Source: an optimization exercise on an open RTL-to-GDS flow (aim: small area, a short achievable clock period and few clock cycles per item). Production flows keep margins and buffers that such runs may drop.
In this exercise RTL edits were held to simulation tests only and were not proved equivalent to the original.
Power and IR drop assume default switching activity.

### flow/config.mk
export PLATFORM = sky130hd
export DESIGN_NAME = sorted_priority_queue
export DESIGN_NICKNAME = sorted_priority_queue
export VERILOG_FILES = /design/flow/design.v
export SDC_FILE = /design/flow/constraint.sdc
export NUM_CORES = 4
export LEC_CHECK = 0
export CAP_MARGIN = 20
export CORE_MARGIN = 2
export CORE_UTILIZATION = 55
export CTS_BUF_LIST = sky130_fd_sc_hd__clkbuf_8
export CTS_CLUSTER_SIZE = 20
export SETUP_SLACK_MARGIN = 1.7
export SLEW_MARGIN = 20
export SYNTH_HIERARCHICAL = 1
### flow/design.v
package spq_pkg;
    localparam int ValueW  = 16;
    localparam int WeightW = 24;
    localparam int SlotW   = 1 + ValueW + WeightW;
    localparam logic       CMD_ENQ  = 1'b0;
    localparam logic       CMD_DEQ  = 1'b1;
    localparam logic [1:0] ST_OK    = 2'd0;
    localparam logic [1:0] ST_EMPTY = 2'd1;
    localparam logic [1:0] ST_FULL  = 2'd2;
endpackage
module spq_cell (
    input  logic                        i_clk,
    input  logic                        i_rst_n,
    input  logic                        i_load,        
    input  logic                        i_set,         
    input  logic                        i_write,       
    input  logic                        i_clear,       
    input  logic                        i_inc,         
    input  logic                        i_dec,         
    input  logic [3:0]                  i_rank,        
    input  logic [spq_pkg::SlotW-2:0]   i_new,         
    input  logic [spq_pkg::WeightW-1:0] i_new_wt_n,    
    output logic                        o_valid,
    output logic [3:0]                  o_rank,
    output logic [spq_pkg::SlotW-2:0]   o_data,
    output logic                        o_gt,          
    output logic                        o_ge           
);
    localparam int WtW = spq_pkg::WeightW;
    function automatic logic [1:0] cmp_node(input logic [1:0] hi, input logic [1:0] lo);
        cmp_node = {hi[1] | (hi[0] & lo[1]), hi[0] & lo[0]};
    endfunction
    function automatic logic [1:0] cmp_w(input logic [WtW-1:0] a, input logic [WtW-1:0] nb);
        logic [WtW-1:0]   g0, p0;
        logic [WtW/2-1:0] g1, p1;
        logic [WtW/4-1:0] g2, p2;
        logic [WtW/8-1:0] g3, p3;
        logic [1:0]       r;
        g0 = a & nb;
        p0 = a | nb;
        for (int i = 0; i < WtW/2; i++) {g1[i], p1[i]} = cmp_node({g0[2*i+1], p0[2*i+1]}, {g0[2*i], p0[2*i]});
        for (int i = 0; i < WtW/4; i++) {g2[i], p2[i]} = cmp_node({g1[2*i+1], p1[2*i+1]}, {g1[2*i], p1[2*i]});
        for (int i = 0; i < WtW/8; i++) {g3[i], p3[i]} = cmp_node({g2[2*i+1], p2[2*i+1]}, {g2[2*i], p2[2*i]});
        r = cmp_node({g3[2], p3[2]}, cmp_node({g3[1], p3[1]}, {g3[0], p3[0]}));
        cmp_w = {r[1], r[1] | r[0]};
    endfunction
    assign {o_gt, o_ge} = cmp_w(o_data[WtW-1:0], i_new_wt_n);
    always_ff @(posedge i_clk) begin
        if (!i_rst_n) begin
            o_valid <= 1'b0;
        end else if (i_set) begin
            o_valid <= 1'b1;
        end else if (i_clear) begin
            o_valid <= 1'b0;
        end
    end
    always_ff @(posedge i_clk) begin
        if (i_load) begin
            o_data <= i_new;
        end
    end
    logic [3:0] w_rank;
    assign w_rank = i_write ? i_rank : o_rank;
    always_ff @(posedge i_clk) begin
        if (i_inc) begin
            o_rank <= w_rank + 4'd1;
        end else if (i_dec) begin
            o_rank <= w_rank - 4'd1;
        end else if (i_write) begin
            o_rank <= i_rank;
        end
    end
endmodule
module sorted_priority_queue #(
    parameter int DEPTH = 16
) (
    input  logic        i_clk,
    input  logic        i_rst_n,
    input  logic        s_axis_tvalid,
    output logic        s_axis_tready,
    input  logic [39:0] s_axis_tdata,   
    input  logic [0:0]  s_axis_tuser,   
    output logic        m_axis_tvalid,
    input  logic        m_axis_tready,
    output logic [23:0] m_axis_tdata,   
    output logic [1:0]  m_axis_tuser    
);
    localparam int ValW  = spq_pkg::ValueW;
    localparam int WtW   = spq_pkg::WeightW;
    localparam int SlotW = spq_pkg::SlotW;
    localparam int CntW  = $clog2(DEPTH + 1);
    localparam int RkW   = 4;
    logic [DEPTH-1:0]                w_valid;
    logic [DEPTH-1:0][RkW-1:0]       w_rank;
    logic [DEPTH-1:0][SlotW-2:0]     w_data;      
    logic [DEPTH-1:0]                w_head;      
    logic [DEPTH-1:0]                w_second;    
    logic [DEPTH-1:0]                w_first_a;   
    logic [DEPTH-1:0]                w_first_b;   
    logic [DEPTH-1:0]                r_pf;        
    logic [DEPTH-1:0]                w_valid_nx;  
    logic [DEPTH-1:0]                w_head_nx;   
    logic [RkW-1:0]                  w_pos;       
    logic              r_p_ee;                    
    logic              r_p_de;                    
    logic [DEPTH-1:0]  r_p_c;                     
    logic [1:0]        r_p_z;                     
    logic              w_p_h0;                    
    logic [CntW-1:0]   r_count;                   
    logic [CntW-1:0]   w_count_n;
    logic              r_out_valid;
    logic [ValW-1:0]   r_out_value;
    logic [1:0]        r_out_status;
    logic              r_out_empty;
    logic [CntW-1:0]   r_out_count;
    logic [ValW-1:0]   w_head_val;
    logic [DEPTH-1:0]  w_head_old;                
    logic [ValW-1:0]   r_p_val;                   
    logic [1:0]        w_status;
    logic              w_accept;
    logic              w_cmd_deq;
    logic              w_full, w_empty;
    logic [WtW-1:0]    w_wt;
    logic [DEPTH-1:0]  w_gt, w_ge;                
    logic [DEPTH-1:0]  w_c_nx;
    assign w_wt      = s_axis_tdata[39:16];
    assign w_cmd_deq = (s_axis_tuser[0] == spq_pkg::CMD_DEQ);
    for (genvar j = 0; j < DEPTH; j++) begin : g_nx
        assign w_valid_nx[j] = (r_p_ee && r_pf[j]) || (w_valid[j] && !(r_p_de && w_head[j]));
        always_comb begin
            if (r_p_ee)      w_head_nx[j] = w_p_h0 ? r_pf[j] : w_head[j];
            else if (r_p_de) w_head_nx[j] = w_second[j];
            else             w_head_nx[j] = w_head[j];
        end
        assign w_c_nx[j] = w_valid_nx[j] && (w_head_nx[j] ? !w_gt[j] : !w_ge[j]);
    end
    assign s_axis_tready = i_rst_n && (!r_out_valid || m_axis_tready);
    assign w_accept      = s_axis_tvalid && s_axis_tready;
    assign w_full        = (r_count == CntW'(DEPTH));
    assign w_empty       = (r_count == '0);
    always_comb begin
        w_count_n = r_count;
        w_status  = spq_pkg::ST_OK;
        if (!w_cmd_deq) begin
            if (w_full) w_status  = spq_pkg::ST_FULL;
            else        w_count_n = r_count + CntW'(1);
        end else begin
            if (w_empty) w_status  = spq_pkg::ST_EMPTY;
            else         w_count_n = r_count - CntW'(1);
        end
    end
    always_ff @(posedge i_clk) begin
        if (!i_rst_n) begin
            r_p_ee      <= 1'b0;
            r_p_de      <= 1'b0;
            r_count     <= '0;
            r_out_valid <= 1'b0;
        end else begin
            r_p_ee <= w_accept && !w_cmd_deq && !w_full;
            r_p_de <= w_accept &&  w_cmd_deq && !w_empty;
            if (w_accept) begin
                r_count     <= w_count_n;
                r_out_valid <= 1'b1;
            end else if (m_axis_tready) begin
                r_out_valid <= 1'b0;
            end
        end
    end
    always_ff @(posedge i_clk) begin
        r_p_c <= w_c_nx;
        r_p_z <= {w_c_nx[15:8] == '0, w_c_nx[7:0] == '0};
    end
    assign w_p_h0 = &r_p_z;
    always_ff @(posedge i_clk) begin
        if (r_p_ee)           r_pf <= w_first_b;
        else if (|w_first_a)  r_pf <= w_first_a;
        else                  r_pf <= w_head;
    end
    assign w_head_old = r_p_de ? w_second : w_head;
    always_comb begin
        w_head_val = '0;
        for (int j = 0; j < DEPTH; j++)
            w_head_val = w_head_val | (w_data[j][SlotW-2:WtW] & {ValW{w_head_old[j]}});
        if (r_p_ee && w_p_h0) w_head_val = r_p_val;
    end
    always_ff @(posedge i_clk) begin
        r_p_val <= s_axis_tdata[15:0];
    end
    always_ff @(posedge i_clk) begin
        if (w_accept) begin
            r_out_value  <= (w_cmd_deq && !w_empty) ? w_head_val : '0;
            r_out_status <= w_status;
            r_out_empty  <= (w_count_n == '0);
            r_out_count  <= w_count_n;
        end
    end
    assign m_axis_tvalid = r_out_valid;
    assign m_axis_tdata  = {2'b00, r_out_count, r_out_empty, r_out_value};
    assign m_axis_tuser  = r_out_status;
    function automatic logic [3:0] count8(input logic [7:0] v);
        logic [7:0] t, o;
        t = v;
        for (int p = 1; p < 8; p = p * 2)
            for (int k = p; k >= 1; k = k / 2)
                for (int j = k % p; j + k < 8; j = j + 2 * k)
                    for (int i = 0; i < k; i++)
                        if (i + j + k < 8 && ((i + j) / (p * 2)) == ((i + j + k) / (p * 2))) begin
                            o = t;
                            o[i+j]   = t[i+j] | t[i+j+k];
                            o[i+j+k] = t[i+j] & t[i+j+k];
                            t = o;
                        end
        count8 = {t[7], t[3] & !t[7], (t[1] & !t[3]) | (t[5] & !t[7]),
                  (t[0] & !t[1]) | (t[2] & !t[3]) | (t[4] & !t[5]) | (t[6] & !t[7])};
    endfunction
    logic [DEPTH-1:0]  r_pd_f;                    
    logic [3:0]        r_pd_lo, r_pd_hi;          
    logic              r_pd_h0, r_pd_h1;          
    always_ff @(posedge i_clk) begin
        if (!i_rst_n) begin
            r_pd_f <= '0;
        end else begin
            r_pd_f <= r_p_ee ? r_pf : '0;
        end
    end
    always_ff @(posedge i_clk) begin
        r_pd_lo <= count8(r_p_c[7:0]);
        r_pd_hi <= count8(r_p_c[15:8]);
        r_pd_h0 <= w_p_h0;
        r_pd_h1 <= !w_p_h0 && (r_p_c == w_head);
    end
    assign w_pos = r_pd_lo + r_pd_hi;
    for (genvar j = 0; j < DEPTH; j++) begin : g_sel
        assign w_head[j]   = w_valid[j] && (r_pd_f[j] ? r_pd_h0 : (w_rank[j] == RkW'(0)));
        assign w_second[j] = w_valid[j] && (r_pd_f[j] ? r_pd_h1 : (w_rank[j] == RkW'(1)));
        if (j == 0) begin : g_first
            assign w_first_a[j] = !w_valid[j];
            assign w_first_b[j] = !w_valid[j] && !r_pf[j];
        end else begin : g_rest
            assign w_first_a[j] = !w_valid[j] && (&w_valid[j-1:0]);
            assign w_first_b[j] = !w_valid[j] && !r_pf[j] && (&(w_valid[j-1:0] | r_pf[j-1:0]));
        end
    end
    for (genvar j = 0; j < DEPTH; j++) begin : g_cell
        spq_cell u_cell (
            .i_clk   (i_clk),
            .i_rst_n (i_rst_n),
            .i_load  (!w_valid_nx[j]),
            .i_set   (r_p_ee && r_pf[j]),
            .i_write (r_pd_f[j]),
            .i_clear (r_p_de && w_head[j]),
            .i_inc   (r_p_ee && !r_p_c[j]),
            .i_dec   (r_p_de),
            .i_rank  (w_pos),
            .i_new   ({s_axis_tdata[15:0], w_wt}),
            .i_new_wt_n (~w_wt),
            .o_gt    (w_gt[j]),
            .o_ge    (w_ge[j]),
            .o_valid (w_valid[j]),
            .o_rank  (w_rank[j]),
            .o_data  (w_data[j])
        );
    end
endmodule
### flow/flow/run.sh
#!/bin/bash
# Standard layout, with the port buffers that buffer_ports inserts made
# plain buf_4 cells instead of the library's delay buffers, so that paths
# from the inputs and to the outputs are not slowed by them. ORFS writes
# each step's full log under orfs/logs; make's own output goes to make.log.
set -euo pipefail
bash standard.sh "BUFFER_PORTS_ARGS=-buffer_cell sky130_fd_sc_hd__buf_4" finish > make.log 2>&1
### flow/standard.sh
#!/bin/bash
# synth_recipe.tcl (not shown) runs the flow's synth.tcl, then flattens the netlist and writes it again
# the make line also repeats each setting of config.mk as NAME=value (left out here)
make -C /OpenROAD-flow-scripts/flow DESIGN_CONFIG=/design/flow/config.mk WORK_HOME=/design/flow/orfs CLKGATE_MAP_FILE= SYNTH_SCRIPT=/design/flow/synth_recipe.tcl "${@:-finish}"
### flow/constraint.sdc
create_clock -name core_clock -period 4.4 [get_ports {i_clk}]
set_input_delay 0.8800 -clock core_clock [delete_from_list [all_inputs] [get_ports {i_clk}]]
set_output_delay 0.8800 -clock core_clock [all_outputs]
set_load 0.01 [all_outputs]
==> results of run 1 <==
==> power by group through the flow <==
stage	clock network [mW]	registers (mW)	logic, mW
3_3_place_gp	0	9.69	2.69
5_1_grt	7.02	9.66	3.30
2_1_floorplan	0	9.61	2.02
3_5_place_dp	0	9.73	2.84
4_1_cts	6.69	9.58	2.89
6_report	6.58	9.60	3.00
==> Yosys stat by module (local to each module, per instance) <==
module	copies in the design	flops+latches	area, um^2	cells inside
sorted_priority_queue	1	108	8020	1003
spq_cell	16	45	1870	132
==> synth_stat cells, types with 17 or more instances <==
cell,count
nand2_1,178
clkbuf_1,47
mux2_2,59
o22a_1,34
o221ai_1,17
nor4_1,45
a31oi_1,105
edfxtp_1,664
nor2b_1,20
nand2b_1,19
nor3_1,66
o22ai_1,146
a211oi_1,21
maj3_2,32
a221oi_1,28
mux2i_1,21
o21ai_0,170
o211ai_1,23
xor2_1,24
o21bai_1,48
buf_2,23
and2_1,24
a31o_2,17
and3_1,44
dfxtp_1,164
nand4_1,27
a22oi_1,98
a222oi_1,25
a22o_1,23
ha_1,37
o32ai_1,19
nor2_1,237
o2111ai_1,17
a21oi_1,148
o21ai_2,17
nand3_1,47
inv_1,85
xnor2_1,53
==> cell type report <==
cell class	count	share of cell area, %
sequential	828	52.8
multi-input combinational	2119	32.8
timing repair buffer	227	4.81
clock buffer	149	4.66
tap	882	2.51
clock inverter	101	1.41
inverter	88	0.942
timing repair inverter	4	0.0569
antenna	1	0.00569
==> cells in the final DEF, fill, tap and decap left out, types with 53 or more instances in the layout <==
master	instances
clkbuf_8	149
dfxtp_1	160
buf_4	187
a31oi_1	103
xnor2_1	53
nand2_1	178
nor2_1	232
a22oi_1	97
o21ai_0	169
edfxtp_1	664
mux2_2	53
nor3_1	66
o22ai_1	140
a21oi_1	137
inv_1	108
==> per-stage QoR <==
step / hold WS (ps) / std cells / util [%] / cell area [um^2] / power, mW
2_1_floorplan: 483 / 3116 / - / 38100 / 11.6
3_3_place_gp: 482 / 4071 / 58.8 / 40200 / 12.4
3_5_place_dp: 525 / 4071 / 58.8 / 40200 / 12.6
4_1_cts: 262 / 4348 / 63.3 / 43300 / 19.1
5_1_grt: 289 / 4399 / 64.3 / 44000 / 20.0
6_report: 313 / 4399 / 64.3 / 44000 / 19.2
==> state kept, by name, indices dropped and copies added (netlist names), 2 cells and up <==
name and count:
g_cell.u_cell.o_data 640, g_cell.u_cell.o_rank 64, g_cell.u_cell.o_valid 16, r_count 5, r_out_count 5, r_out_status 2
r_out_value 16, r_p_c 16, r_p_val 16, r_p_z 2, r_pd_f 16, r_pd_hi 4
r_pd_lo 4, r_pf 16
==> worst max-delay path, delay by kind of cell (launching register included) <==
family	cells	cell delay (ps)
muxes	1	360
buffers and inverters	1	310
DFF	1	310
AOI/OAI and AO/OA	4	1170
and+or+nand+nor	2	490
==> worst min-delay path by stage <==
stage | from | to | slack (ps) | depth (start not counted)
after global placement | r_out_valid$_SDFFE_PN0P_ | r_out_valid$_SDFFE_PN0P_ | 480 | 2
after floorplan | r_pf[8]$_DFF_P_ | r_pf[8]$_DFF_P_ | 480 | 1
final | s_axis_tdata[13] | r_p_val[13]$_DFF_P_ | 310 | 1
after global routing | s_axis_tdata[13] | r_p_val[13]$_DFF_P_ | 290 | 1
after detailed placement | r_out_valid$_SDFFE_PN0P_ | r_out_valid$_SDFFE_PN0P_ | 530 | 2
after CTS | s_axis_tdata[1] | r_p_val[1]$_DFF_P_ | 260 | 1
==> repair_timing <==
item,4_1_cts,5_1_grt
gates resized for setup,25,61
pin swaps,5,5
buffers inserted,25,46
gates cloned,2,4
endpoints found under the setup margin,153,136
==> kinds of logic (layout without fill, tap and decap cells) <==
| group | Yosys count | count (layout) | synth area share [%] |
|---|---|---|---|
| adders and majority gates | 74 | 74 | 2.33 |
| buffers and inverters | 170 | 569 | 1.86 |
| DFF | 828 | 828 | 61.3 |
| muxes | 83 | 83 | 2.40 |
| AOI/OAI and AO/OA | 1110 | 1111 | 20.4 |
| and+or+nand+nor | 772 | 772 | 9.90 |
| other | 1 | 3 | 0.00990 |
| xor gates and xnor gates | 77 | 77 | 1.78 |
==> metal layers <==
metal  track usage [%]  up-vias  part of all wire, %
li1                  -    13100                    -
met1              43.2    14700                   41
met2              49.3     1605                   46
met3              5.69      267                  9.3
met4              13.3        0                  3.9
met5                 0        -                    0
==> flow_summary.ini, run 1 <==
[worst_setup_path]
r2r-start = g_cell[12].u_cell.o_rank[1]$_DFF_P_
reg2reg_to = r_p_z[1]$_DFF_P_
endpoint_kind = flop
crit_start = g_cell[12].u_cell.o_rank[1]$_DFF_P_
rrSetupSlack_ps = 1650
critPathMaxStageDelay_ps = 440
worst-setup-path-type = flop to flop
crit_slowest_cell = a2bb2oi_1
setup.worst_path.end = r_p_z[1]$_DFF_P_
worstRegToRegCells = 8
worstPathRequired_ps = 5050
crit_arrival_ps = 3400
startpoint_type = flop
path_max_fanout = 17
crit_chain = or3_4 -> o311ai_1 -> o211a_1 -> buf_4 -> a2bb2oi_1 -> mux2_4 -> o22ai_1 -> nor4_1

[sta]
drv_slew = 0
fin_skew_ps = 58.9
max_freq_ghz = 0.363
setup_viol_count_final = 0
grt_setup_unrepaired = true
final.period_utilization_pct = 62.6
slew_headroom_pct = 39.8
setup_ws_ps = 1650
tns_ps = 0
period_needed_ps = 2750
tightest_slew_ps = 902
hold_viol_final = 0

[cts]
cts_hold_buffers = 0
cts_root_buffer = clkbuf_8
insertion_delay_ps = 800
cts_max_path_buffers = 3
clk_pin_slew_worst_paths_ps = 60
tritoncts = yes
htree_num_levels = 4
clkSinkCount = 828
numCtsBuffers = 140

[job]
maxCapViolCount = 0

[drt]
antenna_left = 0
firstDrtPassIters = 6
first_iter_violations = 3424
via_count = 29700
avgRoutedWirePerCell_um = 25.9
remaining_drc_errors = 0
finalWirelength_um = 114000
routed_via_density = 6.76

[logic_synthesis]
syn_area_per_cell_um2 = 12.2
netlist.area_leader.share_pct = 52.7
yosys-top-cells-area = edfxtp_1 (53%), dfxtp_1 (8.7%), o22ai_1 (2.4%), nor2_1 (2.3%), o21ai_0 (2.2%)
netlist_area_mm2 = 0.0379
async_flop_share_pct = 0
yosys.area.top_type = edfxtp_1
synth_edf_count = 664
yosys_most_used_dff = edfxtp_1
yosysUniqueCellTypes = 85
synthCells = 3115
ys_seq_area_share_pct = 61.3
synth-seq-cells = 828
yosysWarnings = 8

[placement]
dp_worst_setup_slack_ps = 595
io_buffers = 70
gp_congestion = 0.921
dp_hpwl_um = 73400

[global_routing]
grt_antenna_before_repair = 1
grt_pass1_vias = 27700
grt_overflow = 0
grt_usage_pct = 31.4
grt_pass1_wl_um = 167000
grt_max_degree = 65

[power]
switching_share_pct = 28.4
combPwrFrac_pct = 15.7
ir_worst_vdd_mv = 0.287
p_int_mw = 13.7
power.net_switching_mw = 5.44
p_clk_share_pct = 34.3
p_leak_nw = 15.8
p_seq_share_pct = 50.0
powerDensity_mw_per_mm2 = 436

[floorplanning]
die-area_mm2 = 0.0710
die_x_um = 266
start_util_pct = 55.4
die-height_um = 266
rows = 96
core_mm2 = 0.0683
ios = 73

[run_status]
status = complete, no violations

[cells_and_area]
drive_gt1_share_pct = 18.5
fin_nets = 3491
multiInputGateArea_mm2 = 0.0144
regArea_mm2 = 0.0232
synthToLayoutAreaGrowth_pct = 16.1
fill_cells = 5170

[min_path]
hp-class = input port to flop
Testbench counts, summed over its fixed seeds: cycles 16,008, items 16,000.
==> run 2, diff against run 1 <==
--- a/flow/design.v
+++ b/flow/design.v
@@ -95,6 +95,10 @@
     logic [DEPTH-1:0][SlotW-2:0]     w_data;      
     logic [DEPTH-1:0]                w_head;      
     logic [DEPTH-1:0]                w_second;    
+    logic [DEPTH-1:0]                w_third;     
+    logic [DEPTH-1:0]                r_head;      
+    logic [DEPTH-1:0]                r_second;    
+    logic [DEPTH-1:0]                w_second_nx;
     logic [DEPTH-1:0]                w_first_a;   
     logic [DEPTH-1:0]                w_first_b;   
     logic [DEPTH-1:0]                r_pf;        
@@ -166,6 +170,28 @@
             end
         end
     end
+    always_comb begin
+        if (r_p_ee) begin
+            if (w_p_h0)                               w_second_nx = w_head;
+            else if ((r_p_c & w_second) == '0)        w_second_nx = r_pf;
+            else                                      w_second_nx = w_second;
+        end else if (r_p_de) begin
+            w_second_nx = w_third;
+        end else begin
+            w_second_nx = w_second;
+        end
+    end
+    always_ff @(posedge i_clk) begin
+        if (!i_rst_n) begin
+            r_head   <= '0;
+            r_second <= '0;
+        end else begin
+            r_head   <= w_head_nx;
+            r_second <= w_second_nx;
+        end
+    end
+    assign w_head   = r_head;
+    assign w_second = r_second;
     always_ff @(posedge i_clk) begin
         r_p_c <= w_c_nx;
         r_p_z <= {w_c_nx[15:8] == '0, w_c_nx[7:0] == '0};
@@ -215,7 +241,7 @@
     endfunction
     logic [DEPTH-1:0]  r_pd_f;                    
     logic [3:0]        r_pd_lo, r_pd_hi;          
-    logic              r_pd_h0, r_pd_h1;          
+    logic              r_pd_h2;                   
     always_ff @(posedge i_clk) begin
         if (!i_rst_n) begin
             r_pd_f <= '0;
@@ -226,13 +252,11 @@
     always_ff @(posedge i_clk) begin
         r_pd_lo <= count8(r_p_c[7:0]);
         r_pd_hi <= count8(r_p_c[15:8]);
-        r_pd_h0 <= w_p_h0;
-        r_pd_h1 <= !w_p_h0 && (r_p_c == w_head);
+        r_pd_h2 <= ((r_p_c & w_second) != '0) && ((r_p_c & ~(w_head | w_second)) == '0);
     end
     assign w_pos = r_pd_lo + r_pd_hi;
     for (genvar j = 0; j < DEPTH; j++) begin : g_sel
-        assign w_head[j]   = w_valid[j] && (r_pd_f[j] ? r_pd_h0 : (w_rank[j] == RkW'(0)));
-        assign w_second[j] = w_valid[j] && (r_pd_f[j] ? r_pd_h1 : (w_rank[j] == RkW'(1)));
+        assign w_third[j]  = w_valid[j] && (r_pd_f[j] ? r_pd_h2 : (w_rank[j] == RkW'(2)));
         if (j == 0) begin : g_first
             assign w_first_a[j] = !w_valid[j];
             assign w_first_b[j] = !w_valid[j] && !r_pf[j];
--- a/flow/config.mk
+++ b/flow/config.mk
@@ -10,6 +10,6 @@
 export CORE_UTILIZATION = 55
 export CTS_BUF_LIST = sky130_fd_sc_hd__clkbuf_8
 export CTS_CLUSTER_SIZE = 20
-export SETUP_SLACK_MARGIN = 1.7
+export SETUP_SLACK_MARGIN = 1.9
 export SLEW_MARGIN = 20
 export SYNTH_HIERARCHICAL = 1
==> flow_summary.ini, run 2 <==
[run_status]
status = complete, no violations

[global_routing]
grt_pass1_vias = 29400
grt_usage_pct = 32.6
grt_max_degree = 51
grt_overflow = 0
grt_pass1_wl_um = 179000
grt_antenna_before_repair = 5

[floorplanning]
core_mm2 = 0.0700
die_x_um = 270
rows = 97
start_util_pct = 55.6
die-area_mm2 = 0.0729
ios = 73
die-height_um = 270

[cells_and_area]
fill_cells = 5378
largest_reg_flops = 640
drive_gt1_share_pct = 19.9
regArea_mm2 = 0.0239
regMostFlops = g_cell.u_cell.o_data
layout_commonest_cell = edfxtp_1
top_regs = g_cell.u_cell.o_data (640), g_cell.u_cell.o_rank (64)
multiInputGateArea_mm2 = 0.0152
layout_common_cells = edfxtp_1 (664), nor2_1 (274), nand2_1 (206), dfxtp_1 (192), buf_4 (181)
fin_util_pct = 65.1
synthToLayoutAreaGrowth_pct = 17.1
fin_nets = 3635

[drt]
finalWirelength_um = 121000
via_count = 30900
first_iter_violations = 4067
avgRoutedWirePerCell_um = 26.4
remaining_drc_errors = 0
antenna_left = 0
routed_via_density = 6.71
firstDrtPassIters = 6

[logic_synthesis]
synth_compound_area_share_pct = 20.4
synthCells = 3257
yosys-top-cells-area = edfxtp_1 (51%), dfxtp_1 (10%), a22oi_1 (2.8%), nor2_1 (2.7%), o22ai_1 (2.3%)
syn_area_per_cell_um2 = 12.0
netlist_area_mm2 = 0.0389
yosysUniqueCellTypes = 89
async_flop_share_pct = 0
synth_mux_area_share_pct = 2.56
synth_xor_area_share_pct = 1.26
yosysWarnings = 8
synth_edf_count = 664
synth-seq-cells = 859
synth_top_family_by_area = compound AO/OA/AOI/OAI gates
ys_seq_area_share_pct = 61.2
netlist.area_leader.share_pct = 51.2
synth_fa_ha_area_share_pct = 2.27
yosys.area_share.simple_pct = 10.1
yosys_most_used_dff = edfxtp_1
yosys.area.top_type = edfxtp_1
synth_commonest_cells = edfxtp_1 (664), nor2_1 (280), nand2_1 (216)
synth.most_common_cell = edfxtp_1

[sta]
slew_headroom_pct = 33.2
grt_setup_unrepaired = true
tns_ps = 0
max_freq_ghz = 0.390
fin_skew_ps = 52.4
drv_slew = 0
period_needed_ps = 2560
setup_viol_count_final = 0
tightest_slew_ps = 1000
final.period_utilization_pct = 58.3
hold_viol_final = 0

[power]
p_clk_share_pct = 34.8
powerDensity_mw_per_mm2 = 433
p_seq_share_pct = 50.0
power.net_switching_mw = 5.63
p_leak_nw = 16.3
switching_share_pct = 28.5
p_int_mw = 14.1
ir_worst_vdd_mv = 0.387
combPwrFrac_pct = 15.2

[cts]
cts_root_buffer = clkbuf_8
insertion_delay_ps = 830
clkSinkCount = 859
htree_num_levels = 4
clk_pin_slew_worst_paths_ps = 60
numCtsBuffers = 145
cts_hold_buffers = 0
tritoncts = yes
cts_max_path_buffers = 3

[worst_setup_path]
crit_arrival_ps = 3260
crit_start = r_p_z[0]$_DFF_P_
startpoint_type = flop
worstRegToRegCells = 6
endpoint_kind = flop
worst-setup-path-type = flop to flop
worstPathRequired_ps = 5090
path_max_fanout = 13
crit_slowest_cell = o221ai_1
critPathMaxStageDelay_ps = 590
crit_chain = nand2_1 -> buf_4 -> o221ai_1 -> mux2_4 -> o22ai_1 -> nor4_1
r2r-start = r_p_z[0]$_DFF_P_
rrSetupSlack_ps = 1840
reg2reg_to = r_p_z[0]$_DFF_P_

[job]
maxCapViolCount = 0

[min_path]
holdCritStartpoint = s_axis_tdata[4]
hold-path-endpoint = r_p_val[4]$_DFF_P_
hp-class = input port to flop
hold_path_depth = 1

[placement]
gp_congestion = 0.934
io_buffers = 70
dp_hpwl_um = 74000
run 2: cell types whose count changed in the layout (fill, tap and decap cells not counted), moves of 18 or more:
cell      before  now
nand4_1       27   52
o21ai_0      169  140
nor4_1        34   15
a211oi_1      21   39
nor2_1       232  274
inv_1        108  136
dfxtp_1      160  192
o21ai_1       17   47
nand2_1      178  206
and3_1        44   12
a22oi_1       97  143
run 2: timing repair:
action | 4_1_cts | 5_1_grt
cloned | 7 | 0
resized for setup | 75 | 112
hold endpoints to repair | 0 | 0
setup buffers | 38 | 19
endpoints found under the setup margin | 428 | 122
pin swaps | 8 | 17
run 2: kinds of logic (layout without fill, tap and decap cells):
kind of cell / after synthesis / after routing
other: 1 / 3
AO/OA/AOI/OAI: 1158 / 1159
multiplexers: 89 / 89
buffers and inverters: 193 / 597
flip-flops: 859 / 859
AND/OR/NAND/NOR: 827 / 827
XOR/XNOR: 56 / 56
adder cells (fa/ha/maj): 74 / 74
run 2: routing by layer:
layer / share of wire, % / vias up / wire, um / track usage [%]
li1: - / 13600 / - / -
met1: 41 / 15200 / 50000 / 46.5
met2: 44 / 1756 / 54000 / 48.5
met3: 10 / 283 / 12500 / 6.48
met4: 4.0 / 4 / 4820 / 14.5
met5: 0.020 / - / 24 / 0
run 2: layout make-up:
cell class / count / share of cell area, %
Antenna cell: 1 / 0.00549
Clock buffer: 156 / 4.71
Clock inverter: 102 / 1.34
Inverter: 108 / 1.08
Multi-Input combinational cell: 2207 / 33.3
Sequential cell: 859 / 52.3
Tap cell: 940 / 2.58
Timing Repair Buffer: 227 / 4.60
Timing Repair inverter: 4 / 0.0604
run 2: worst max-delay path: cells and delay by family (launching register included):
kind / cells / cell delay (ps)
buffers and inverters: 1 / 330
AOI/OAI and AO/OA: 2 / 750
and+or+nand+nor: 2 / 510
DFF: 1 / 480
muxes: 1 / 370
run 2: worst max path at each step:
| stage | endpoint |
|---|---|
| floorplan | r_p_z[1]$_DFF_P_ |
| global route | r_p_z[0]$_DFF_P_ |
| CTS | r_out_value[6]$_SDFFCE_PN0P_ |
| global placement | r_p_z[0]$_DFF_P_ |
| detailed placement | r_p_z[0]$_DFF_P_ |
| finish | r_p_z[0]$_DFF_P_ |
run 2: power groups by stage:
stage / combinational, mW / clock, mW / sequential (mW)
final: 3.01 / 6.87 / 9.88
after global routing: 3.29 / 7.33 / 9.95
after CTS: 2.90 / 6.96 / 9.86
after detailed placement: 2.78 / 0 / 10.0
after global placement: 2.64 / 0 / 9.98
after floorplan: 1.98 / 0 / 9.89
run 2: modules after synthesis (local to each module, per instance):
module | flops+latches | times used | area, um^2
spq_cell | 45 | 16 | 1870
sorted_priority_queue | 139 | 1 | 9090
run 2: stage by stage:
stage	setup WS [ps]	total power [mW]	hold WS [ps]	area (um^2)	instances
6_report	1840	19.8	278	45600	4604
5_1_grt	1740	20.6	267	45600	4604
4_1_cts	1870	19.7	214	45000	4584
3_5_place_dp	498	12.8	498	41300	4281
3_3_place_gp	538	12.6	483	41300	4281
2_1_floorplan	1240	11.9	468	39300	3258
Testbench counts of run 2, summed over its fixed seeds: cycles 16,008, items 16,000.
==> run 3, diff against run 2 <==
--- a/flow/config.mk
+++ b/flow/config.mk
@@ -10,6 +10,6 @@
 export CORE_UTILIZATION = 55
 export CTS_BUF_LIST = sky130_fd_sc_hd__clkbuf_8
 export CTS_CLUSTER_SIZE = 20
-export SETUP_SLACK_MARGIN = 1.9
+export SETUP_SLACK_MARGIN = 2.05
 export SLEW_MARGIN = 20
 export SYNTH_HIERARCHICAL = 1
==> flow_summary.ini, run 3 <==
[cells_and_area]
drive_gt1_share_pct = 25.2
final_area_mm2 = 0.0475
layout_commonest_cell = edfxtp_1
regArea_mm2 = 0.0239
multiInputGateArea_mm2 = 0.0161
top_regs = g_cell.u_cell.o_data (640), g_cell.u_cell.o_rank (64)
largest_reg_flops = 640
fin_util_pct = 67.8
fin_nets = 3716
final_cell_count_no_fill = 4690
fill_cells = 5148
layout_common_cells = edfxtp_1 (664), nor2_1 (268), buf_4 (221), nand2_1 (195), dfxtp_1 (187)
synthToLayoutAreaGrowth_pct = 22.0
regMostFlops = g_cell.u_cell.o_data

[logic_synthesis]
yosys-top-cells-area = edfxtp_1 (51%), dfxtp_1 (10%), a22oi_1 (2.8%), nor2_1 (2.7%), o22ai_1 (2.3%)
netlist_area_mm2 = 0.0389
synth_commonest_cells = edfxtp_1 (664), nor2_1 (280), nand2_1 (216)
yosys.area.top_type = edfxtp_1
synth-seq-cells = 859
ys_seq_area_share_pct = 61.2
syn_area_per_cell_um2 = 12.0
synthCells = 3257
synth.most_common_cell = edfxtp_1
synth_edf_count = 664
yosys_most_used_dff = edfxtp_1
yosysUniqueCellTypes = 89
netlist.area_leader.share_pct = 51.2
yosysWarnings = 8
async_flop_share_pct = 0

[worst_setup_path]
crit_arrival_ps = 3160
endpoint_kind = flop
worst-setup-path-type = input port to flop
path_max_fanout = 17
startpoint_type = input port
worstPathRequired_ps = 5100

[placement]
io_buffers = 70
place_inst = 4278
gp_congestion = 0.902
dp_hpwl_um = 73900
dp_worst_setup_slack_ps = 465
post_dp_cell_area_mm2 = 0.0414

[drt]
finalWirelength_um = 124000
remaining_drc_errors = 0
first_iter_violations = 4081
avgRoutedWirePerCell_um = 26.5
antenna_left = 0
firstDrtPassIters = 6
via_count = 31300
routed_via_density = 6.66

[cts]
tritoncts = yes
insertion_delay_ps = 840
clkSinkCount = 859
htree_num_levels = 4
numCtsBuffers = 146
cts_hold_buffers = 0
cts_root_buffer = clkbuf_8
cts_max_path_buffers = 3
clk_pin_slew_worst_paths_ps = 60

[sta]
slew_headroom_pct = 25.1
setup_viol_count_final = 0
holdWs_ps = 267
fin_skew_ps = 39.8
tightest_slew_ps = 1120
final.period_utilization_pct = 56.0
period_needed_ps = 2460
hold_viol_final = 0
drv_slew = 0
tns_ps = 0
max_freq_ghz = 0.406
grt_setup_unrepaired = true
setup_ws_ps = 1940

[floorplanning]
die-area_mm2 = 0.0729
ios = 73
rows = 97
die_x_um = 270
start_util_pct = 55.6
die-height_um = 270
core_mm2 = 0.0700

[power]
combPwrFrac_pct = 17.2
power_mw = 20.1
p_leak_nw = 17.2
p_clk_share_pct = 33.7
p_int_mw = 14.3
switching_share_pct = 29.0
p_seq_share_pct = 49.1
power.net_switching_mw = 5.83
ir_worst_vdd_mv = 0.281
powerDensity_mw_per_mm2 = 424

[global_routing]
grt_antenna_before_repair = 2
grt_pass1_wl_um = 180000
grt_pass1_vias = 29300
grt_overflow = 0
grt_max_degree = 76
grt_usage_pct = 32.8

[run_status]
status = complete, no violations

[job]
maxCapViolCount = 0

[min_path]
hp-class = input port to flop
-- run 3: cells by family after synthesis --
kind of cell	Yosys count	synth area share, %
DFF	859	61.2
other	1	0.00963
AOI/OAI and AO/OA	1158	20.4
and+or+nand+nor	827	10.1
xor gates and xnor gates	56	1.26
muxes	89	2.56
buffers and inverters	193	2.18
adders and majority gates	74	2.27
-- run 3: Yosys stat by module (local to each module, per instance) --
module / cell area [um^2] / flip-flops and latches / copies in the design / cells inside
spq_cell: 1870 / 45 / 16 / 132
sorted_priority_queue: 9090 / 139 / 1 / 1145
-- run 3: worst max-delay path: stages --
cell	delay [ps]
buf_12	140
clkinvlp_4	180
buf_6	200
a31oi_4	150
o31ai_1	90
a211oi_1	280
o21ai_1	120
maj3_2	400
o21bai_1	190
mux2_4	300
o22ai_2	150
nor4_2	50
-- run 3: metal layers --
layer	global-route usage (%)	up-vias	wire (um)
met2	49.9	1737	55800
met1	45.4	15500	51100
li1	-	13800	-
met3	8.00	274	12700
met5	0	-	10
met4	13.5	2	4530
-- run 3: area by class of cell --
class                           count  share of cell area, %
Antenna cell                        4                 0.0211
Clock buffer                      156                   4.52
Clock inverter                    105                   1.26
Inverter                          108                   1.05
Multi-Input combinational cell   2208                   34.0
Sequential cell                   859                   50.2
Tap cell                          940                   2.48
Timing Repair Buffer              301                   6.33
Timing Repair inverter              9                  0.132
-- run 3: final timing paths --
path | start | to | slack [ps] | depth (start not counted)
setup reg to reg | r_head[10]$_SDFF_PN0_ | r_p_z[1]$_DFF_P_ | 1950 | 6
hold / removal | s_axis_tdata[35] | g_cell[14].u_cell.o_data[19]$_DFFE_PP_ | 270 | 1
hold reg to reg | r_pf[7]$_DFF_P_ | r_pf[7]$_DFF_P_ | 500 | 1
setup / recovery | s_axis_tdata[33] | r_p_z[1]$_DFF_P_ | 1940 | 12
-- run 3: power groups by stage --
| stage | sequential [mW] | combinational (mW) | clock [mW] |
|---|---|---|---|
| 4_1_cts | 9.86 | 3.01 | 6.86 |
| 6_report | 9.89 | 3.47 | 6.78 |
| 5_1_grt | 9.96 | 3.76 | 7.25 |
| 2_1_floorplan | 9.89 | 1.99 | 0 |
| 3_5_place_dp | 10.0 | 2.79 | 0 |
| 3_3_place_gp | 9.98 | 2.66 | 0 |
-- run 3: what timing repair did --
item                                    in CTS  in global routing
pin swaps                                   32                 73
hold endpoints to repair                     0                  0
setup buffers                               80                 48
resized for setup                          173                260
endpoints found under the setup margin     403                166
cloned                                      14                  4
==> run 4, diff against run 3 <==
--- a/flow/config.mk
+++ b/flow/config.mk
@@ -10,6 +10,6 @@
 export CORE_UTILIZATION = 55
 export CTS_BUF_LIST = sky130_fd_sc_hd__clkbuf_8
 export CTS_CLUSTER_SIZE = 20
-export SETUP_SLACK_MARGIN = 2.05
+export SETUP_SLACK_MARGIN = 1.8
 export SLEW_MARGIN = 20
 export SYNTH_HIERARCHICAL = 1
==> flow_summary.ini, run 4 <==
[floorplanning]
die-height_um = 270
rows = 97
die-area_mm2 = 0.0729
die_x_um = 270
core_mm2 = 0.0700
ios = 73
start_util_pct = 55.6

[logic_synthesis]
synthCells = 3257
syn_area_per_cell_um2 = 12.0
yosysUniqueCellTypes = 89
netlist.area_leader.share_pct = 51.2
async_flop_share_pct = 0
synth_commonest_cells = edfxtp_1 (664), nor2_1 (280), nand2_1 (216)
synth-seq-cells = 859
yosys-top-cells-area = edfxtp_1 (51%), dfxtp_1 (10%), a22oi_1 (2.8%), nor2_1 (2.7%), o22ai_1 (2.3%)
yosys_most_used_dff = edfxtp_1
netlist_area_mm2 = 0.0389
yosysWarnings = 8
synth.most_common_cell = edfxtp_1
yosys.area.top_type = edfxtp_1
ys_seq_area_share_pct = 61.2
synth_edf_count = 664

[sta]
grt_setup_unrepaired = true
slew_headroom_pct = 24.5
fin_skew_ps = 55.6
max_freq_ghz = 0.383
drv_slew = 0
hold_viol_final = 0
tightest_slew_ps = 1130
final.period_utilization_pct = 59.3
tns_ps = 0
setup_viol_count_final = 0
period_needed_ps = 2610

[cts]
cts_root_buffer = clkbuf_8
clk_pin_slew_worst_paths_ps = 60
insertion_delay_ps = 840
cts_max_path_buffers = 3
numCtsBuffers = 143
cts_hold_buffers = 0
clkSinkCount = 859
htree_num_levels = 4
tritoncts = yes

[power]
powerDensity_mw_per_mm2 = 434
p_clk_share_pct = 34.9
switching_share_pct = 28.3
p_seq_share_pct = 50.3
power.net_switching_mw = 5.57
ir_worst_vdd_mv = 0.416
combPwrFrac_pct = 14.9
p_int_mw = 14.1
p_leak_nw = 16.2

[cells_and_area]
fin_util_pct = 64.6
synthToLayoutAreaGrowth_pct = 16.3
layout_common_cells = edfxtp_1 (664), nor2_1 (279), nand2_1 (216), buf_4 (196), dfxtp_1 (192)
largest_reg_flops = 640
regMostFlops = g_cell.u_cell.o_data
layout_commonest_cell = edfxtp_1
drive_gt1_share_pct = 18.6
top_regs = g_cell.u_cell.o_data (640), g_cell.u_cell.o_rank (64)
fin_nets = 3636

[worst_setup_path]
crit_arrival_ps = 3310
startpoint_type = input port
worst-setup-path-type = input port to flop
critPathMaxStageDelay_ps = 390
path_max_fanout = 18
worstPathRequired_ps = 5100
crit_slowest_cell = o221ai_1
crit_chain = buf_4 -> clkinvlp_4 -> buf_12 -> buf_4 -> o22ai_1 -> nor3_1 -> o221ai_1 -> o21ai_0 -> nor3_1 -> o21bai_1 -> mux2_4 -> o22ai_2 -> nor4_2
endpoint_kind = flop

[drt]
firstDrtPassIters = 6
antenna_left = 0
via_count = 30500
first_iter_violations = 4005
avgRoutedWirePerCell_um = 26.1
routed_via_density = 6.62
finalWirelength_um = 120000
remaining_drc_errors = 0

[global_routing]
grt_overflow = 0
grt_pass1_wl_um = 177000
grt_antenna_before_repair = 3
grt_usage_pct = 32.3
grt_max_degree = 58
grt_pass1_vias = 28600

[placement]
dp_hpwl_um = 75200
io_buffers = 70
gp_congestion = 0.912

[run_status]
status = complete, no violations

[min_path]
hp-class = input port to flop

[job]
maxCapViolCount = 0
==> run 4: changes by cell type in the layout (fill, tap and decap cells not counted), sizes merged <==
cell / before / now
a21oi: 153 / 152
buf: 295 / 227
bufbuf: 2 / 0
bufinv: 0 / 1
clkbuf: 160 / 157
clkinv: 44 / 29
clkinvlp: 32 / 26
inv: 146 / 159
o21a: 18 / 19
==> run 4: cell type report <==
class / instances / area [um^2]
timing repair buffer: 228 / 2030
antenna: 4 / 10.0
sequential: 859 / 23900
clock inverter: 102 / 666
tap: 940 / 1180
clock buffer: 156 / 2150
multi-input combinational: 2208 / 14900
fill: 5363 / 24800
timing repair inverter: 5 / 32.5
inverter: 108 / 480
==> run 4: final timing paths <==
kind | start | endpoint | slack (ps) | cells after the start
worst max-delay path | s_axis_tdata[26] | r_p_z[1]$_DFF_P_ | 1790 | 13
worst min-delay path | s_axis_tdata[4] | r_p_val[4]$_DFF_P_ | 260 | 1
worst max register to register | r_p_de$_SDFF_PN0_ | r_p_z[1]$_DFF_P_ | 1820 | 6
worst min register to register | r_out_valid$_SDFFE_PN0P_ | r_out_valid$_SDFFE_PN0P_ | 500 | 2
==> run 4: kinds of logic (layout without fill, tap and decap cells) <==
kind of cell	after synthesis	count (layout)	synth area share [%]
other	1	6	0.00963
AO/OA/AOI/OAI	1158	1160	20.4
flip-flops	859	859	61.2
AND/OR/NAND/NOR	827	827	10.1
adder cells (fa/ha/maj)	74	74	2.27
XOR/XNOR	56	56	1.26
buffers and inverters	193	599	2.18
multiplexers	89	89	2.56
==> run 4: worst max-delay path, delay by kind of cell <==
family	cells	cell delay (ps)
AOI/OAI and AO/OA	5	1010
buffers and inverters	4	770
muxes	1	300
and+or+nand+nor	3	350
==> run 4: per-module statistics from Yosys (local to each module, per instance) <==
module	area, um^2	flip-flops and latches
sorted_priority_queue	9090	139
spq_cell	1870	45
==> run 4: metrics by stage <==
stage	total power, mW	hold slack (ps)	instance area [um^2]	cells	setup slack [ps]
finish	19.7	262	45300	4610	1790
global route	20.5	236	45300	4608	1710
CTS	19.7	203	44600	4569	1800
detailed placement	12.8	490	41400	4281	546
global placement	12.6	481	41400	4281	588
floorplan	11.9	468	39200	3258	1240
==> run 4: timing repair <==
action                                  CTS  global route
pin swaps                                 3            13
gates cloned                              7             1
buffers inserted                         23            35
endpoints found under the setup margin  253            80
gates resized for setup                  36            52
==> run 4: per-layer routing <==
metal | track usage [%] | wire [um] | vias up
li1 | - | - | 13600
met1 | 46.4 | 51000 | 15100
met2 | 47.8 | 53100 | 1578
met3 | 7.07 | 12300 | 239
met4 | 13.3 | 4100 | 2
met5 | 0 | 13 | -
==> run 4: power by group through the flow <==
| stage | Sequential, mW | Combinational (mW) | Clock (mW) |
|---|---|---|---|
| floorplan | 9.89 | 1.97 | 0 |
| global placement | 9.98 | 2.65 | 0 |
| detailed placement | 10.0 | 2.78 | 0 |
| CTS | 9.86 | 2.83 | 6.97 |
| global route | 9.96 | 3.20 | 7.35 |
| finish | 9.88 | 2.92 | 6.85 |
==> run 5, diff against run 4 <==
--- a/flow/config.mk
+++ b/flow/config.mk
@@ -8,8 +8,6 @@
 export CAP_MARGIN = 20
 export CORE_MARGIN = 2
 export CORE_UTILIZATION = 55
-export CTS_BUF_LIST = sky130_fd_sc_hd__clkbuf_8
-export CTS_CLUSTER_SIZE = 20
-export SETUP_SLACK_MARGIN = 1.8
+export SETUP_SLACK_MARGIN = 1.9
 export SLEW_MARGIN = 20
 export SYNTH_HIERARCHICAL = 1
==> flow_summary.ini, run 5 <==
[job]
maxCapViolCount = 0

[cts]
cts_max_path_buffers = 3
clkSinkCount = 859
cts_root_buffer = clkbuf_16
insertion_delay_ps = 680
htree_num_levels = 3
numCtsBuffers = 91
clk_pin_slew_worst_paths_ps = 60
tritoncts = yes

[floorplanning]
die_x_um = 270
die-height_um = 270
core_mm2 = 0.0700
start_util_pct = 55.6
die-area_mm2 = 0.0729
rows = 97
ios = 73

[logic_synthesis]
netlist_area_mm2 = 0.0389
ys_seq_area_share_pct = 61.2
yosys_most_used_dff = edfxtp_1
yosysUniqueCellTypes = 89
synth-seq-cells = 859
syn_area_per_cell_um2 = 12.0
async_flop_share_pct = 0
yosys-top-cells-area = edfxtp_1 (51%), dfxtp_1 (10%), a22oi_1 (2.8%), nor2_1 (2.7%), o22ai_1 (2.3%)
yosys.area.top_type = edfxtp_1
synthCells = 3257
synth.most_common_cell = edfxtp_1
yosysWarnings = 8
synth_edf_count = 664
synth_commonest_cells = edfxtp_1 (664), nor2_1 (280), nand2_1 (216)
netlist.area_leader.share_pct = 51.2

[worst_setup_path]
worst-setup-path-type = input port to flop
critPathMaxStageDelay_ps = 310
cp_common_cell = buf_4
cp_top_family = compound AO/OA/AOI/OAI gates
crit_chain = buf_12 -> clkinvlp_4 -> buf_4 -> buf_4 -> bufbuf_16 -> a21oi_1 -> o32ai_2 -> a31o_2 -> nor3_2 -> o21bai_1 -> mux2_4 -> o22ai_2 -> nor4_2
startpoint_type = input port
endpoint_kind = flop
crit_arrival_ps = 3130
crit_slowest_cell = mux2_4
path_max_fanout = 17
critPathBufInv = 5
worstPathRequired_ps = 4960

[power]
combPwrFrac_pct = 14.9
ir_worst_vdd_mv = 0.352
p_clk_share_pct = 38.0
p_leak_nw = 16.5
switching_share_pct = 26.6
power.net_switching_mw = 5.58
p_int_mw = 15.4
p_seq_share_pct = 47.1
powerDensity_mw_per_mm2 = 448

[min_path]
hp-class = input port to flop

[drt]
finalWirelength_um = 123000
avgRoutedWirePerCell_um = 27.0
firstDrtPassIters = 9
via_count = 30800
antenna_left = 0
first_iter_violations = 4142
routed_via_density = 6.79
remaining_drc_errors = 0

[global_routing]
grt_pass1_wl_um = 179000
grt_usage_pct = 32.4
grt_overflow = 0
grt_antenna_before_repair = 3
grt_max_degree = 51
grt_pass1_vias = 28800

[cells_and_area]
regMostFlops = g_cell.u_cell.o_data
synthToLayoutAreaGrowth_pct = 20.4
largest_reg_flops = 640
drive_gt1_share_pct = 21.9
layout_common_cells = edfxtp_1 (664), nor2_1 (268), nand2_1 (205), dfxtp_1 (191), buf_4 (186)
fin_nets = 3604
top_regs = g_cell.u_cell.o_data (640), g_cell.u_cell.o_rank (64)
layout_commonest_cell = edfxtp_1

[sta]
tns_ps = 0
setup_viol_count_final = 0
grt_setup_unrepaired = true
fin_skew_ps = 43.0
slew_headroom_pct = 29.8
hold_viol_final = 0
max_freq_ghz = 0.389
drv_slew = 0
period_needed_ps = 2570
tightest_slew_ps = 1050
setup_ws_ps = 1830
final.period_utilization_pct = 58.4

[placement]
gp_congestion = 0.934
dp_hpwl_um = 74000
io_buffers = 70
dp_worst_setup_slack_ps = 498

[run_status]
status = complete, no violations
-- run 5: cell counts after synthesis --
No cell type changed its count.
-- run 5: cell families (layout without fill, tap and decap cells) --
kind of cell	after synthesis	after routing	share of synthesized area, %
XOR/XNOR	56	56	1.26
flip-flops	859	859	61.2
buffers and inverters	193	532	2.18
multiplexers	89	89	2.56
AO/OA/AOI/OAI	1158	1160	20.4
other	1	4	0.00963
AND/OR/NAND/NOR	827	827	10.1
adder cells (fa/ha/maj)	74	74	2.27
-- run 5: worst reg2reg max path: cells and delay by family, from the launching register on --
family / cells / cell delay, ps
simple gates: 3 / 840
compound gates: 2 / 540
flops: 1 / 480
buf+inv: 1 / 290
mux: 1 / 290
-- run 5: timing repair --
| action | in CTS | in global routing |
|---|---|---|
| resized for setup | 98 | 225 |
| setup buffers | 42 | 32 |
| pin swaps | 16 | 50 |
| gates cloned | 7 | 6 |
| hold buffers | 0 | 0 |
| endpoints found under the setup margin | 405 | 106 |
-- run 5: Yosys stat by module, one instance, submodules excluded --
module / copies in the design / cells
sorted_priority_queue: 1 / 1145
spq_cell: 16 / 132
-- run 5: final cells by class --
type | instances | area, um^2
Antenna cell | 2 | 5.00
Clock buffer | 123 | 2480
Clock inverter | 48 | 678
Fill cell | 5146 | 23200
Inverter | 108 | 497
Multi-Input combinational cell | 2208 | 15700
Sequential cell | 859 | 23900
Tap cell | 940 | 1180
Timing Repair Buffer | 250 | 2480
Timing Repair inverter | 3 | 22.5
-- run 5: worst paths after layout --
| path | start | endpoint | slack (ps) | cells after the start |
|---|---|---|---|---|
| max | s_axis_tdata[30] | r_p_z[1]$_DFF_P_ | 1830 | 13 |
| min | s_axis_tdata[35] | g_cell[15].u_cell.o_data[19]$_DFFE_PP_ | 400 | 1 |
| max reg2reg | r_p_z[0]$_DFF_P_ | r_p_z[1]$_DFF_P_ | 1890 | 7 |
| min reg2reg | r_out_valid$_SDFFE_PN0P_ | r_out_valid$_SDFFE_PN0P_ | 500 | 2 |
-- run 5: per-stage QoR --
step | power [mW] | util [%] | std cells | cell area [um^2] | hold slack, ps
6_report | 21.0 | 66.9 | 4541 | 46900 | 403
5_1_grt | 21.8 | 66.9 | 4539 | 46900 | 383
4_1_cts | 20.9 | 65.0 | 4501 | 45500 | 386
3_5_place_dp | 12.8 | 59.0 | 4281 | 41300 | 498
3_3_place_gp | 12.6 | 59.0 | 4281 | 41300 | 483
2_1_floorplan | 11.9 | - | 3258 | 39300 | 468
-- run 5: power by group through the flow --
| stage | combinational [mW] | clock [mW] | sequential, mW |
|---|---|---|---|
| floorplan | 1.98 | 0 | 9.89 |
| global route | 3.41 | 8.42 | 9.95 |
| detailed placement | 2.78 | 0 | 10.0 |
| finish | 3.13 | 7.99 | 9.89 |
| CTS | 2.91 | 8.09 | 9.86 |
| global placement | 2.64 | 0 | 9.98 |
-- run 5: metal layers --
layer / vias to the layer above / GRT usage (%) / share of wire (%)
met5: - / 0 / 0.011
met2: 1731 / 48.4 / 44
met3: 298 / 6.48 / 10
met4: 2 / 13.1 / 4.1
li1: 13500 / - / -
met1: 15200 / 46.4 / 41
==> run 6, diff against run 5 <==
==> flow/run.sh (new file) <==
#!/bin/bash
# synth_recipe.tcl (not shown) runs the flow's synth.tcl, then flattens the netlist and writes it again
# the make line also repeats each setting of config.mk as NAME=value (left out here)
make -C /OpenROAD-flow-scripts/flow DESIGN_CONFIG=/design/flow/config.mk WORK_HOME=/design/flow/orfs CLKGATE_MAP_FILE= SYNTH_SCRIPT=/design/flow/synth_recipe.tcl finish
--- a/flow/config.mk
+++ b/flow/config.mk
@@ -8,6 +8,8 @@
 export CAP_MARGIN = 20
 export CORE_MARGIN = 2
 export CORE_UTILIZATION = 55
-export SETUP_SLACK_MARGIN = 1.9
+export CTS_BUF_LIST = sky130_fd_sc_hd__clkbuf_8
+export CTS_CLUSTER_SIZE = 20
+export SETUP_SLACK_MARGIN = 1.8
 export SLEW_MARGIN = 20
 export SYNTH_HIERARCHICAL = 1
removed: flow/flow/run.sh
removed: flow/standard.sh
==> flow_summary.ini, run 6 <==
[global_routing]
grt_usage_pct = 33.5
grt_pass1_wl_um = 184000
grt_antenna_before_repair = 7
grt_max_degree = 49
grt_overflow = 0
grt_pass1_vias = 30000

[sta]
setup_viol_count_final = 0
drv_slew = 0
slew_headroom_pct = 30.1
final.period_utilization_pct = 60.6
tightest_slew_ps = 1050
max_freq_ghz = 0.375
fin_skew_ps = 46.8
tns_ps = 0
grt_setup_unrepaired = true
hold_viol_final = 0
period_needed_ps = 2660

[placement]
io_buffers = 70
dp_hpwl_um = 76300
gp_congestion = 0.939
post_dp_cell_area_mm2 = 0.0417
place_inst = 4307

[cells_and_area]
fill_cells = 5308
regArea_mm2 = 0.0238
final_area_mm2 = 0.0469
drive_gt1_share_pct = 21.5
fin_nets = 3719
regMostFlops = g_cell.u_cell.o_data
layout_common_cells = edfxtp_1 (664), nor2_1 (269), nand2_1 (215), dfxtp_1 (192), buf_4 (171)
final_cell_count_no_fill = 4687
largest_reg_flops = 640
top_regs = g_cell.u_cell.o_data (640), g_cell.u_cell.o_rank (64)
layout_commonest_cell = edfxtp_1
synthToLayoutAreaGrowth_pct = 20.6
multiInputGateArea_mm2 = 0.0155

[power]
switching_share_pct = 28.5
p_seq_share_pct = 50.0
powerDensity_mw_per_mm2 = 421
power.net_switching_mw = 5.63
p_int_mw = 14.1
p_clk_share_pct = 33.6
ir_worst_vdd_mv = 0.270
p_leak_nw = 16.8
combPwrFrac_pct = 16.4

[logic_synthesis]
yosys-top-cells-area = edfxtp_1 (51%), dfxtp_1 (10%), a22oi_1 (2.8%), nor2_1 (2.7%), o22ai_1 (2.3%)
synth.most_common_cell = edfxtp_1
synth_commonest_cells = edfxtp_1 (664), nor2_1 (280), nand2_1 (216)
ys_seq_area_share_pct = 61.2
syn_area_per_cell_um2 = 12.0
yosysWarnings = 8
yosysUniqueCellTypes = 89
synth-seq-cells = 859
yosys.area.top_type = edfxtp_1
yosys_most_used_dff = edfxtp_1
netlist_area_mm2 = 0.0389
synth_edf_count = 664
netlist.area_leader.share_pct = 51.2
async_flop_share_pct = 0
synthCells = 3257

[min_path]
hold-path-endpoint = r_out_valid$_SDFFE_PN0P_
hp-class = input port to flop
hold_path_depth = 3
holdCritStartpoint = m_axis_tready

[floorplanning]
rows = 97
die-height_um = 270
die-area_mm2 = 0.0729
core_mm2 = 0.0700
start_util_pct = 55.6
ios = 73
die_x_um = 270

[drt]
routed_via_density = 6.76
first_iter_violations = 4150
firstDrtPassIters = 6
remaining_drc_errors = 0
finalWirelength_um = 129000
via_count = 31700
avgRoutedWirePerCell_um = 27.5
antenna_left = 0

[worst_setup_path]
critPathMaxStageDelay_ps = 470
startpoint_type = input port
worst-setup-path-type = input port to flop
endpoint_kind = flop
worstPathRequired_ps = 5110
path_max_fanout = 12
r2r-start = r_p_z[0]$_DFF_P_
crit_chain = clkdlybuf4s50_1 -> clkinvlp_4 -> buf_4 -> o22ai_1 -> nor2_1 -> o2111ai_1 -> o21bai_1 -> mux2i_1 -> o2bb2ai_1 -> nor4_1
crit_arrival_ps = 3370
crit_slowest_cell = clkdlybuf4s50_1
rrSetupSlack_ps = 1760
worstRegToRegCells = 6
reg2reg_to = r_p_z[0]$_DFF_P_

[cts]
clkSinkCount = 859
insertion_delay_ps = 820
tritoncts = yes
cts_max_path_buffers = 3
cts_root_buffer = clkbuf_8
clk_pin_slew_worst_paths_ps = 60
numCtsBuffers = 144
htree_num_levels = 4

[job]
maxCapViolCount = 0

[run_status]
status = complete, no violations
run 6: critical path: cells and delay by family:
family          cells  cell delay [ps]
simple gates        2              410
buf+inv             3              950
mux                 1              130
compound gates      4             1000
run 6: power by group through the flow:
stage	clock, mW	sequential, mW	combinational [mW]
6_report	6.65	9.89	3.24
4_1_cts	6.75	9.87	3.00
3_5_place_dp	0	10.0	2.85
5_1_grt	7.11	9.96	3.51
2_1_floorplan	0	9.89	1.97
3_3_place_gp	0	9.98	2.71
run 6: metrics by stage:
stage          util, %  hold WS [ps]  setup slack (ps)  power [mW]
5_1_grt           67.0           399              1670        20.6
6_report          67.0           401              1740        19.8
2_1_floorplan        -           468              1240        11.9
3_3_place_gp      59.6           476               304        12.7
3_5_place_dp      59.6           489               279        12.9
4_1_cts           65.1           503              1580        19.6
run 6: final cells by class:
| class | instances | area share (%) |
|---|---|---|
| diodes | 2 | 0.0107 |
| inverters | 108 | 1.01 |
| repair inverters | 7 | 0.0960 |
| multi-input cells | 2206 | 33.1 |
| repair buffers | 310 | 6.80 |
| flip-flops and latches | 859 | 50.8 |
| clock buffers | 154 | 4.52 |
| clock inverters | 101 | 1.16 |
| well taps | 940 | 2.51 |
run 6: how the worst max path moves through the flow:
stage / start / to / depth (start not counted)
2_1_floorplan: s_axis_tdata[38] / r_p_z[1]$_DFF_P_ / 9
3_3_place_gp: s_axis_tdata[22] / r_p_z[0]$_DFF_P_ / 11
3_5_place_dp: s_axis_tdata[26] / r_p_z[0]$_DFF_P_ / 12
4_1_cts: s_axis_tdata[23] / r_p_z[0]$_DFF_P_ / 13
5_1_grt: r_p_z[0]$_DFF_P_ / r_p_z[0]$_DFF_P_ / 6
6_report: s_axis_tdata[39] / r_p_z[0]$_DFF_P_ / 10
run 6: modules after synthesis, one instance, submodules excluded:
module,flip-flops and latches,copies in the design,cells inside,area (um^2)
sorted_priority_queue,139,1,1145,9090
spq_cell,45,16,132,1870
run 6: routing by layer:
| layer | track usage, % | part of all wire (%) | vias to the layer above |
|---|---|---|---|
| met5 | 0 | 0.038 | - |
| met4 | 15.1 | 4.4 | 8 |
| met3 | 7.06 | 11 | 409 |
| met2 | 51.0 | 45 | 1907 |
| met1 | 46.4 | 40 | 15600 |
| li1 | - | - | 13800 |
run 6: what timing repair did:
action                                  4_1_cts  5_1_grt
endpoints found under the setup margin      267      109
buffers inserted                             51       49
pin swaps                                    34       42
hold buffers                                  0        0
gates resized for setup                     181      174
gates cloned                                 10       12
run 6: cells by family (layout without fill, tap and decap cells):
kind of cell	Yosys count	after routing	share of synthesized area, %
other	1	4	0.00963
AOI/OAI and AO/OA	1158	1158	20.4
DFF	859	859	61.2
and+or+nand+nor	827	827	10.1
buffers and inverters	193	680	2.18
muxes	89	89	2.56
adders and majority gates	74	74	2.27
xor gates and xnor gates	56	56	1.26
==> run 7, diff against run 6 <==
==> flow/flow/run.sh (new file) <==
#!/bin/bash
# Standard layout, with the port buffers that buffer_ports inserts made
# plain buf_4 cells instead of the library's delay buffers, so that paths
# from the inputs and to the outputs are not slowed by them, and with a
# clock tree built without dummy loads. ORFS writes each step's full log
# under orfs/logs; make's own output goes to make.log.
set -euo pipefail
bash standard.sh "BUFFER_PORTS_ARGS=-buffer_cell sky130_fd_sc_hd__buf_4" \
  "CTS_ARGS=-sink_clustering_enable -repair_clock_nets -dont_use_dummy_load -buf_list sky130_fd_sc_hd__clkbuf_8 -sink_clustering_size 20" \
  finish > make.log 2>&1
==> flow/standard.sh (new file) <==
#!/bin/bash
# synth_recipe.tcl (not shown) runs the flow's synth.tcl, then flattens the netlist and writes it again
# the make line also repeats each setting of config.mk as NAME=value (left out here)
make -C /OpenROAD-flow-scripts/flow DESIGN_CONFIG=/design/flow/config.mk WORK_HOME=/design/flow/orfs CLKGATE_MAP_FILE= SYNTH_SCRIPT=/design/flow/synth_recipe.tcl "${@:-finish}"
--- a/flow/config.mk
+++ b/flow/config.mk
@@ -10,6 +10,6 @@
 export CORE_UTILIZATION = 55
 export CTS_BUF_LIST = sky130_fd_sc_hd__clkbuf_8
 export CTS_CLUSTER_SIZE = 20
-export SETUP_SLACK_MARGIN = 1.8
+export SETUP_SLACK_MARGIN = 1.9
 export SLEW_MARGIN = 20
 export SYNTH_HIERARCHICAL = 1
removed: flow/run.sh
==> flow_summary.ini, run 7 <==
[global_routing]
grt_usage_pct = 32.3
grt_pass1_vias = 29100
grt_pass1_wl_um = 178000
grt_antenna_before_repair = 4

[worst_setup_path]
r2r-start = r_p_z[0]$_DFF_P_
critPathMaxStageDelay_ps = 600
crit_chain = buf_6 -> clkinvlp_4 -> buf_4 -> a22oi_1 -> o32ai_1 -> a31o_2 -> nor3_1 -> o21bai_1 -> mux2_4 -> o22ai_1 -> nor4_1
critPathBufInv = 3
worstPathRequired_ps = 5080
path_max_fanout = 21
worst-setup-path-type = input port to flop
startpoint_type = input port
crit_slowest_cell = o32ai_1
endpoint_kind = flop
rrSetupSlack_ps = 1840
crit_arrival_ps = 3250
cp_top_family = compound AO/OA/AOI/OAI gates

[cts]
numCtsBuffers = 145
cts_root_buffer = clkbuf_8
cts_hold_buffers = 0
insertion_delay_ps = 820
clk_pin_slew_worst_paths_ps = 60
cts_max_path_buffers = 3
clkSinkCount = 859

[drt]
remaining_drc_errors = 0
avgRoutedWirePerCell_um = 26.8
finalWirelength_um = 121000
routed_via_density = 6.81
via_count = 30700

[floorplanning]
die-area_mm2 = 0.0729
start_util_pct = 55.6
rows = 97
die-height_um = 270

[logic_synthesis]
netlist_area_mm2 = 0.0389
synth-seq-cells = 859
yosys.area.top_type = edfxtp_1
synth_edf_count = 664
syn_area_per_cell_um2 = 12.0
synth.most_common_cell = edfxtp_1
yosysWarnings = 8
yosys_most_used_dff = edfxtp_1
async_flop_share_pct = 0
netlist.area_leader.share_pct = 51.2
synth_commonest_cells = edfxtp_1 (664), nor2_1 (280), nand2_1 (216)

[cells_and_area]
layout_common_cells = edfxtp_1 (664), nor2_1 (272), nand2_1 (206), dfxtp_1 (192), buf_4 (192)
drive_gt1_share_pct = 20.0
top_regs = g_cell.u_cell.o_data (640), g_cell.u_cell.o_rank (64)
regMostFlops = g_cell.u_cell.o_data
final_area_mm2 = 0.0449
layout_commonest_cell = edfxtp_1

[sta]
setup_viol_count_final = 0
slew_headroom_pct = 30.5
period_needed_ps = 2580
grt_setup_unrepaired = true
max_freq_ghz = 0.388
tightest_slew_ps = 1040

[power]
switching_share_pct = 27.1
powerDensity_mw_per_mm2 = 415
ir_worst_vdd_mv = 0.376
power.net_switching_mw = 5.06
p_seq_share_pct = 53.0
combPwrFrac_pct = 16.1
p_leak_nw = 15.8

[placement]
post_dp_cell_area_mm2 = 0.0413
gp_congestion = 0.934
dp_hpwl_um = 74000

[run_status]
status = complete, no violations

[min_path]
hold-path-endpoint = r_p_val[4]$_DFF_P_
hp-class = input port to flop
holdCritStartpoint = s_axis_tdata[4]

[job]
maxCapViolCount = 0
[run 7: cell types whose count changed in the layout (fill, tap and decap cells not counted), sizes merged, moves of 6 or more]
cell | previous run | this run
clkdlybuf4s50 | 29 | 0
clkinv | 34 | 2
dlygate4sd2 | 22 | 0
dlymetal6s2s | 6 | 0
inv | 156 | 85
clkbuf | 170 | 147
[run 7: worst max-delay path by stage]
stage	startpoint	to	slack, ps	depth (start not counted)
2_1_floorplan	s_axis_tdata[38]	r_p_z[1]$_DFF_P_	1240	9
4_1_cts	s_axis_tdata[31]	r_p_z[0]$_DFF_P_	1740	12
3_5_place_dp	s_axis_tdata[27]	r_p_z[0]$_DFF_P_	500	12
5_1_grt	s_axis_tdata[31]	r_p_z[0]$_DFF_P_	1720	13
3_3_place_gp	s_axis_tdata[27]	r_p_z[0]$_DFF_P_	540	12
6_report	s_axis_tdata[28]	r_p_z[0]$_DFF_P_	1820	11
[run 7: repair_timing]
item                                    CTS  global route
buffers inserted                         43            24
resized for setup                        77           116
cloned                                    5             1
pin swaps                                11            26
endpoints found under the setup margin  379           105
[run 7: layout make-up]
class,instances,area (um^2)
repair buffers,237,2150
well taps,940,1180
flip-flops and latches,859,23900
repair inverters,3,22.5
diodes,1,2.50
inverters,108,487
clock buffers,145,2000
fillers,5404,25100
multi-input cells,2207,15200
[run 7: per-layer routing]
metal	vias to the layer above	wire length (um)	GRT usage [%]
met4	4	4670	13.9
met5	-	28	0
met3	282	12200	6.80
li1	13500	-	-
met1	15100	50400	46.2
met2	1726	53500	48.1
[run 7: per-module statistics from Yosys (local to each module, per instance)]
module | flops+latches | area [um^2]
sorted_priority_queue | 139 | 9090
spq_cell | 45 | 1870
[run 7: worst register-to-register path: cells and delay by family (launching register included)]
kind	cells	cell delay [ps]
simple gates	2	690
compound gates	2	670
flops	1	480
buf+inv	1	330
mux	1	300
[run 7: power by group through the flow]
| stage | clock (mW) | sequential, mW | combinational [mW] |
|---|---|---|---|
| after global placement | 0 | 9.98 | 2.64 |
| after floorplan | 0 | 9.89 | 1.98 |
| after detailed placement | 0 | 10.0 | 2.78 |
| final | 5.76 | 9.89 | 3.01 |
| after CTS | 5.85 | 9.86 | 2.89 |
| after global routing | 6.19 | 9.95 | 3.29 |
[run 7: logic make-up after synthesis]
family | Yosys count | synth area share [%]
compound gates | 1158 | 20.4
flops | 859 | 61.2
mux | 89 | 2.56
fa+ha+maj | 74 | 2.27
other cells | 1 | 0.00963
simple gates | 827 | 10.1
xor+xnor | 56 | 1.26
buf+inv | 193 | 2.18
[run 7: per-stage QoR]
step / hold WS [ps] / instances / power (mW) / util [%] / setup WS, ps
after floorplan: 468 / 3258 / 11.9 / - / 1240
after global placement: 483 / 4281 / 12.6 / 59.0 / 538
after detailed placement: 498 / 4281 / 12.8 / 59.0 / 498
after CTS: 228 / 4474 / 18.6 / 63.1 / 1740
after global routing: 278 / 4500 / 19.4 / 64.1 / 1720
final: 286 / 4500 / 18.7 / 64.1 / 1820

Check on run 7: ideal ports give 1.824 ns setup slack; a clkbuf_16 on the clock port and buf_2 on the inputs give 1.841 ns; moving port delays by the midpoint clock arrival (0.822 ns) as well gives 1.026 ns.
